Context: an optimization exercise on an open-source flow, tuned for a short achievable clock period and few clock cycles. The choices shown serve that exercise and are no tape-out recipe. At most, simulation tests tie the RTL to the original design; equivalence was not proved. Power and IR drop assume default switching activity.

## job 4505
Design cpu, start of the top module:
module cpu (
	input  logic                       APB_PCLK,
	input  logic                       APB_PRESETn,
	output logic [32-1:0] paddr,
	output logic [32-1:0] pwdata,
	input  logic [32-1:0] prdata,
	output logic                       psel,
	output logic                       penable,
	output logic                       pwrite,
	output logic [3:0]                 pstrb,
	input  logic                       pready,
	output logic                       halted,
	output logic [32-1:0] pc
);
Size: ~140 I/O pins, ~71000 µm² of cells after synthesis.
export LEC_CHECK = 0
export CAP_MARGIN = 30
export CORE_MARGIN = 2
export CORE_UTILIZATION = 55
export SETUP_SLACK_MARGIN = 4.3
export SLEW_MARGIN = 30
export SYNTH_HIERARCHICAL = 1
export SYNTH_MINIMUM_KEEP_SIZE = 0
create_clock -name core_clock -period 7.0 [get_ports {APB_PCLK}]
run.sh (not shown) runs the stock make flow with config.mk's settings and CLKGATE_MAP_FILE= SYNTH_SCRIPT=/design/flow/synth_recipe.tcl, a recipe that flattens the netlist after the stock synthesis.
Job 4505 | status: complete | timing, DRC, antenna: pass
## Diff of input files: job 2878 against job 4505
==> flow/flow/run.sh (new file) <==
#!/bin/bash
# The standard ORFS layout, with one addition before pin placement (flow/pre_io.tcl): the
# pins of prdata's register-index fields are constrained to the die edge nearest the cells
# they drive. The synthesis step is the standard one, unchanged.
set -euo pipefail
bash standard.sh synth > synth.log 2>&1
bash standard.sh PRE_IO_PLACEMENT_TCL="$PWD/flow/pre_io.tcl" finish > layout.log 2>&1
==> flow/flow/pre_io.tcl (new file) <==
# Put each pin of prdata's register-index fields (bits 15..24) in a 30 um window of the die
# edge nearest to the centroid of the cells that its input buffer drives
set block [ord::get_db_block]
set die [$block getDieArea]
set W [expr {[$die xMax] / 1000.0}]
set H [expr {[$die yMax] / 1000.0}]
foreach i {15 16 17 18 19 20 21 22 23 24} {
  set bt [$block findBTerm "prdata\[$i\]"]
  if {$bt eq "NULL"} { continue }
  set sx 0.0
  set sy 0.0
  set n 0
  foreach it [[$bt getNet] getITerms] {
    foreach oit [[$it getInst] getITerms] {
      if {![$oit isOutputSignal] || [$oit getNet] eq "NULL"} { continue }
      foreach s [[$oit getNet] getITerms] {
        if {![$s isInputSignal]} { continue }
        set l [[$s getInst] getLocation]
        set sx [expr {$sx + [lindex $l 0] / 1000.0}]
        set sy [expr {$sy + [lindex $l 1] / 1000.0}]
        incr n
      }
    }
  }
  if {$n == 0} { continue }
  set cx [expr {$sx / $n}]
  set cy [expr {$sy / $n}]
  set d [list [list left $cx] [list right [expr {$W - $cx}]] [list bottom $cy] [list top [expr {$H - $cy}]]]
  set edge [lindex [lindex [lsort -real -index 1 $d] 0] 0]
  if {$edge eq "left" || $edge eq "right"} {
    set c $cy
    set len $H
  } else {
    set c $cx
    set len $W
  }
  set a [expr {max(10.0, $c - 15.0)}]
  set b [expr {min($len - 10.0, $c + 15.0)}]
  puts [format "prdata\[%d\]: %d sinks, centroid (%.1f, %.1f) -> %s:%.1f-%.1f" $i $n $cx $cy $edge $a $b]
  set_io_pin_constraint -pin_names "prdata\[$i\]" -region $edge:[format %.1f $a]-[format %.1f $b]
}
==> flow/standard.sh (new file) <==
#!/bin/bash
# synth_recipe.tcl (not shown) runs the flow's synth.tcl, then flattens the netlist and writes it again
# the make line also repeats each setting of config.mk as NAME=value (left out here)
make -C /OpenROAD-flow-scripts/flow DESIGN_CONFIG=/design/flow/config.mk WORK_HOME=/design/flow/orfs CLKGATE_MAP_FILE= SYNTH_SCRIPT=/design/flow/synth_recipe.tcl "${@:-finish}"
removed: flow/run.sh
Findings:
- Cell count: job 2878 higher than job 4505
- Comparing job 2878 against job 4505, there is no change at all in count of flip-flops and latches.
- Job 4505 → job 2878: post-detailed-routing wire length now larger, critical path depth lost 3, number of antenna violations at the first check in global routing now sits lower, share of cell area taken by multi-input logic gates fell 0.34 points, total power has decreased.
- Of job 2878 and job 4505, the run reporting the higher setup slack at placement was job 2878.
- Clock network contribution to total cell area: job 2878 vs job 4505 down 0.29 points
- Job 2878 and job 4505 ended up with roughly the same fmax.
Function was not checked in any run of this note: the RTL went through the layout flow alone.

* * *

Setup of v40:
Another version of the RTL of cpu (not shown whole).
Size: ~5700 cells after synthesis, about 71000 sq um of cells after synthesis.
export LEC_CHECK = 0
export CAP_MARGIN = 30
export CORE_MARGIN = 2
export CORE_UTILIZATION = 55
export SETUP_SLACK_MARGIN = 4.3
export SLEW_MARGIN = 30
export SYNTH_HIERARCHICAL = 1
export SYNTH_MINIMUM_KEEP_SIZE = 0
create_clock -name core_clock -period 7.0 [get_ports {APB_PCLK}]
standard.sh (not shown) runs the stock make flow with config.mk's settings and CLKGATE_MAP_FILE= SYNTH_SCRIPT=/design/flow/synth_recipe.tcl, a recipe that flattens the netlist after the stock synthesis.
==> flow/flow/run.sh <==
#!/bin/bash
# The standard ORFS layout, except that from clock tree synthesis on, the timing repair may
# resize a cell to one of another footprint (the sky130hd platform otherwise limits it to
# same-footprint swaps). Synthesis, floorplan and placement are the standard ones.
set -euo pipefail
bash standard.sh synth > synth.log 2>&1
bash standard.sh place > place.log 2>&1
bash standard.sh MATCH_CELL_FOOTPRINT=0 finish > layout.log 2>&1
Testbench counts of v40, summed over its fixed seeds: cycles 54,967.
--- input diff v40..v36 ---
Settings: GPL_ROUTABILITY_DRIVEN now 0, previously not set.
==> flow/run.sh (new file) <==
#!/bin/bash
# synth_recipe.tcl (not shown) runs the flow's synth.tcl, then flattens the netlist and writes it again
# the make line also repeats each setting of config.mk as NAME=value (left out here)
make -C /OpenROAD-flow-scripts/flow DESIGN_CONFIG=/design/flow/config.mk WORK_HOME=/design/flow/orfs CLKGATE_MAP_FILE= SYNTH_SCRIPT=/design/flow/synth_recipe.tcl finish
removed: flow/flow/run.sh
removed: flow/standard.sh
==> results.txt <==
Final critical-path required period delta (v36 − v40): favourable. On wire length, v36 does better than v40. [compare] base=v40 new=v36: smallest setup slack after layout went up; final sequential cell count essentially unchanged; met1 layer usage reported by global route barely changed; number of antenna violations at the first check in global routing down 7.
Edits applied to the flow inputs when going from v36 to v20:
Settings: removing GPL_ROUTABILITY_DRIVEN (formerly 0).
==> flow/flow/run.sh (new file) <==
#!/bin/bash
# The standard ORFS layout, with gate resizing allowed to change a cell's footprint
# (the sky130hd platform otherwise limits the timing repair to same-footprint swaps).
# The synthesis step is the standard one, unchanged.
set -euo pipefail
bash standard.sh synth > synth.log 2>&1
bash standard.sh MATCH_CELL_FOOTPRINT=0 finish > layout.log 2>&1
==> flow/standard.sh (new file) <==
#!/bin/bash
# synth_recipe.tcl (not shown) runs the flow's synth.tcl, then flattens the netlist and writes it again
# the make line also repeats each setting of config.mk as NAME=value (left out here)
make -C /OpenROAD-flow-scripts/flow DESIGN_CONFIG=/design/flow/config.mk WORK_HOME=/design/flow/orfs CLKGATE_MAP_FILE= SYNTH_SCRIPT=/design/flow/synth_recipe.tcl "${@:-finish}"
removed: flow/run.sh
Findings:
When v20 is set beside v36, its multi-input logic portion of the cell area turns out to be 0.39 points smaller.
In v20, cell depth of the worst setup path is lower than in v36.
Cmp v20 vs v36: leakage power higher in v20
Lower global-route track usage on met2 was reported by v36, not v20.
Run comparison: v20 cell with the largest stage delay on the worst path sky130_fd_sc_hd__nor3_1; v36 cell with the largest stage delay on the worst path sky130_fd_sc_hd__nor2_4
In the flow results for v36 and v20, the sequential group power is larger on v36.
Final area ends up higher on v20.
All-layer global routing usage came out higher on v20 than on v36.
Measured against each other, v36 and v20 differ in worst hold slack, the lower figure coming from v36.
First-pass GRT wire length, v20 vs v36: up slightly
From v36 to v20 the numbers moved as follows: relative slew slack decreased 8.2 points; final period demand of the worst path increased 0.17 ns.
--- input diff v20..v42 ---
Settings: a change of SETUP_SLACK_MARGIN from 4.3 to 4.6.
==> flow/run.sh (new file) <==
#!/bin/bash
# synth_recipe.tcl (not shown) runs the flow's synth.tcl, then flattens the netlist and writes it again
# the make line also repeats each setting of config.mk as NAME=value (left out here)
make -C /OpenROAD-flow-scripts/flow DESIGN_CONFIG=/design/flow/config.mk WORK_HOME=/design/flow/orfs CLKGATE_MAP_FILE= SYNTH_SCRIPT=/design/flow/synth_recipe.tcl finish
removed: flow/flow/run.sh
removed: flow/standard.sh
Results
- v42 falls short of v20 in via count.
- Length in cells of the worst reg-to-reg path in v42 is 4 higher than in v20
- Between v42 and v20, the total length of routed met2 wires is higher for v42.
- Looking only at maximum VDD drop, and setting everything else aside, the lower value of v42 and v20 goes to v20.
- On v42: power share of the clock group is 1.3 points lower than what v20 gave.

[separate check: timing with driven ports]
In the flow no input, the clock included, has a driving cell. The finished layouts below were timed again as built, in two steps.
Step 1 assumes that a clkbuf_16 drives the clock port and a buf_2 every other input.
Step 2, shift: input delay + t, output delay - t, t = (earliest + latest rising clock arrival at the registers) / 2. This alone moves slack from input paths to output paths.
a / b / c = ideal / step 1 / step 2; a / b = the first two.
| run | t (ns) | setup slack, ns | worst setup path after step 2 | worst slew at a driven data input, ns |
|---|---|---|---|---|
| job 4505 | 0.900 | 4.147 / 4.126 / 3.226 | input to register | 0.10 |
| job 2878 | 0.872 | 4.147 / 4.096 / 3.224 | input to register | 0.18 |
| v40 | 0.879 | 4.115 / 4.112 / 3.233 | input to register | 0.10 |
| v36 | 0.863 | 4.128 / 4.003 / 3.139 | input to register | 0.21 |
| v20 | 0.857 | 3.957 / 4.011 / 3.154 | input to register | 0.09 |
| v42 | 0.874 | 4.148 / 4.154 / 3.311 | input to register | 0.10 |
After both steps setup and hold are still met in every run listed. The setup slack of v36, which loses most, moves by -0.125 ns with the drivers and by -0.989 ns with both steps.
